Source: an optimization exercise on an open RTL-to-GDS flow (aim: small area and a short achievable clock period). Production flows keep margins and buffers that such runs may drop.
At most, simulation tests tie the RTL to the original design; equivalence was not proved.
No activity file was given, so power comes from the tool's default toggle rates.

==> flow/design.v (excerpt) <==
module gpio_to_axis_mux_fifo #(
    parameter int NUM_CH     = 4,
    parameter int DATA_WIDTH = 32,
    parameter int DEPTH      = 16,
    parameter int WEN_EDGE   = 1,
    parameter int BURST_LEN  = 8
) (
    input  logic                         clk,
    input  logic                         rst_n,
    input  logic                         clr,
    input  logic [NUM_CH-1:0]            wen,
    input  logic [NUM_CH*DATA_WIDTH-1:0] wdata,
    output logic [NUM_CH-1:0]            overflow,
    output logic [DATA_WIDTH-1:0]        m_axis_tdata,
    output logic [gpio_axis_pkg::ch_width(NUM_CH)-1:0] m_axis_tdest,
    output logic                         m_axis_tlast,
    output logic                         m_axis_tvalid,
    input  logic                         m_axis_tready
);
    localparam int CH_W = gpio_axis_pkg::ch_width(NUM_CH);
    logic [NUM_CH-1:0]                        nonempty, nonempty_nx;
    logic [NUM_CH-1:0]                        pop;
    logic [NUM_CH-1:0][DEPTH*DATA_WIDTH-1:0]  mem_flat;
    logic [NUM_CH-1:0][DEPTH-1:0]             rsel, rsel_nx;
    logic [NUM_CH-1:0][DEPTH-1:0]             sel;      
    logic [NUM_CH-1:0]     rr_oh, rr_nx;    
    logic [NUM_CH-1:0]     gnt_oh, gnt_nx;  
    logic [CH_W-1:0]       gnt;
    logic [DATA_WIDTH-1:0] gnt_data;
  ...
==> module gpio_axis_chan_fifo, before the edit <==
module gpio_axis_chan_fifo #(
    parameter int DATA_WIDTH = 32,
    parameter int DEPTH      = 16,
    parameter int WEN_EDGE   = 1
) (
    input  logic                        clk,
    input  logic                        rst_n,
    input  logic                        clr,
    input  logic                        wen,
    input  logic [DATA_WIDTH-1:0]       wdata,
    input  logic                        pop,
    output logic [DEPTH*DATA_WIDTH-1:0] mem_flat,
    output logic [DEPTH-1:0]            rsel,
    output logic                        nonempty,
    output logic                        nonempty_nx,
    output logic                        overflow
);
    localparam int AW = gpio_axis_pkg::addr_width(DEPTH);
    localparam int CW = gpio_axis_pkg::clog2(DEPTH + 1);
    logic [DATA_WIDTH-1:0] mem [DEPTH];
    logic [DEPTH-1:0]      wsel;     
    logic [AW-1:0]         rptr;
    logic [CW-1:0]         count;
    logic                  wen_q;
    logic                  push, full, wr_en, one_left;
    assign push     = (WEN_EDGE != 0) ? (wen & ~wen_q) : wen;
    assign full     = (count == CW'(DEPTH));
    assign one_left = (count == CW'(1));
    assign wr_en    = push & ~full;
    for (genvar i = 0; i < DEPTH; i++) begin : g_mem
        always_ff @(posedge clk) begin
            if (wr_en && wsel[i])
                mem[i] <= wdata;
        end
        assign mem_flat[i*DATA_WIDTH +: DATA_WIDTH] = mem[i];
        assign rsel[i] = (rptr == AW'(i));
    end
    always_comb begin
        if (!rst_n || clr)
            nonempty_nx = 1'b0;
        else
            nonempty_nx = wr_en | (pop ? (nonempty & ~one_left) : nonempty);
    end
    always_ff @(posedge clk) begin
        nonempty <= nonempty_nx;
    end
    always_ff @(posedge clk) begin
        if (!rst_n) begin
            wen_q    <= 1'b0;
            wsel     <= DEPTH'(1);
            rptr     <= '0;
            count    <= '0;
            overflow <= 1'b0;
        end else if (clr) begin
            wen_q    <= wen;
            wsel     <= DEPTH'(1);
            rptr     <= '0;
            count    <= '0;
            overflow <= 1'b0;
        end else begin
            wen_q <= wen;
            if (wr_en)
                wsel <= {wsel[DEPTH-2:0], wsel[DEPTH-1]};
            if (push && full)
                overflow <= 1'b1;
            if (pop)
                rptr <= (rptr == AW'(DEPTH - 1)) ? '0 : rptr + 1'b1;
            case ({wr_en, pop})
                2'b10:   count <= count + 1'b1;
                2'b01:   count <= count - 1'b1;
                default: ;
            endcase
        end
    end
endmodule
==> flow/config.mk <==
export PLATFORM = sky130hd
export DESIGN_NAME = gpio_to_axis_mux_fifo
export DESIGN_NICKNAME = gpio_to_axis_mux_fifo
export VERILOG_FILES = /design/flow/design.v
export SDC_FILE = /design/flow/constraint.sdc
export NUM_CORES = 4
export LEC_CHECK = 0
export ABC_CLOCK_PERIOD_IN_PS = 2400
export CAP_MARGIN = 20
export CORE_MARGIN = 2
export CORE_UTILIZATION = 40
export CTS_CLUSTER_DIAMETER = 100
export CTS_CLUSTER_SIZE = 25
export SETUP_SLACK_MARGIN = 2.6
export SLEW_MARGIN = 20
==> flow/constraint.sdc <==
create_clock -name core_clock -period 5.0 [get_ports {clk}]
set_input_delay 1.0000 -clock core_clock [delete_from_list [all_inputs] [get_ports {clk}]]
set_output_delay 1.0000 -clock core_clock [all_outputs]
set_load 0.01 [all_outputs]
standard.sh (not shown) runs the stock make flow with config.mk's settings and CLKGATE_MAP_FILE= SYNTH_SCRIPT=/design/flow/synth_recipe.tcl, a recipe that flattens the netlist after the stock synthesis.
==> flow/flow/run.sh <==
#!/bin/bash
# Standard ORFS layout (the standard.sh, standard synthesis unchanged) with
# two knobs passed through the environment:
#  - port buffers are plain buf_4 cells instead of the delay-cell buffers that
#    buffer_ports picks by default;
#  - clock tree synthesis without dummy loads, with larger sink clusters.
set -euo pipefail
export BUFFER_PORTS_ARGS="-buffer_cell sky130_fd_sc_hd__buf_4"
export CTS_ARGS="-sink_clustering_enable -repair_clock_nets -dont_use_dummy_load -sink_clustering_size 25 -sink_clustering_max_diameter 100"
bash standard.sh > standard_flow.log 2>&1
Edit:
--- a/flow/design.v
+++ b/flow/design.v
@@ -38,6 +38,5 @@
     localparam int CW = gpio_axis_pkg::clog2(DEPTH + 1);
     logic [DATA_WIDTH-1:0] mem [DEPTH];
-    logic [DEPTH-1:0]      wsel;     
-    logic [AW-1:0]         rptr;
+    logic [AW-1:0]         wptr, rptr;
     logic [CW-1:0]         count;
     logic                  wen_q;
@@ -49,5 +48,5 @@
     for (genvar i = 0; i < DEPTH; i++) begin : g_mem
         always_ff @(posedge clk) begin
-            if (wr_en && wsel[i])
+            if (wr_en && wptr == AW'(i))
                 mem[i] <= wdata;
         end
@@ -67,5 +66,5 @@
         if (!rst_n) begin
             wen_q    <= 1'b0;
-            wsel     <= DEPTH'(1);
+            wptr     <= '0;
             rptr     <= '0;
             count    <= '0;
@@ -73,5 +72,5 @@
         end else if (clr) begin
             wen_q    <= wen;
-            wsel     <= DEPTH'(1);
+            wptr     <= '0;
             rptr     <= '0;
             count    <= '0;
@@ -80,5 +79,5 @@
             wen_q <= wen;
             if (wr_en)
-                wsel <= {wsel[DEPTH-2:0], wsel[DEPTH-1]};
+                wptr <= (wptr == AW'(DEPTH - 1)) ? '0 : wptr + 1'b1;
             if (push && full)
                 overflow <= 1'b1;
The new run went through all stages and came out clean. Via count shrinks by about 4.6%. Sequential power shrinks by about 2%. Routed wire length shrinks by about 5%. Power shrinks by 2.0%. Synthesized cell count shrinks by about 3%.
No functional check of the RTL was part of the first run of this note.

## port drivers added, routing unchanged
How much do the figures lean on ideal ports? The routed layouts below were timed once more, with nothing changed but the port constraints.
Step 1 sets driving cells, clkbuf_16 on the clock port and buf_2 on the other inputs (assumed; they add their load-dependent delay and slew).
Step 2 also shifts input and output timing later by t, the mid clock arrival at the registers, as if the neighbouring blocks saw the same clock.
Slacks: no drivers / after step 1 / after step 2; pairs: no drivers / after step 1.
| run | shift t [ns] | slack for setup (ns) | latest minus earliest clock arrival (ns) | slew at the worst register clock pin (ns) |
|---|---|---|---|---|
| the first run | 0.853 | 2.451 / 2.451 / 2.035 | 0.105 / 0.104 | 0.11 / 0.11 |
| the second run | 0.845 | 2.499 / 2.499 / 2.044 | 0.132 / 0.133 | 0.11 / 0.11 |
After both steps setup and hold are still met in every run listed. For the second run, which loses most, drivers alone change the setup slack by 0.000 ns; drivers and shift together by -0.455 ns.
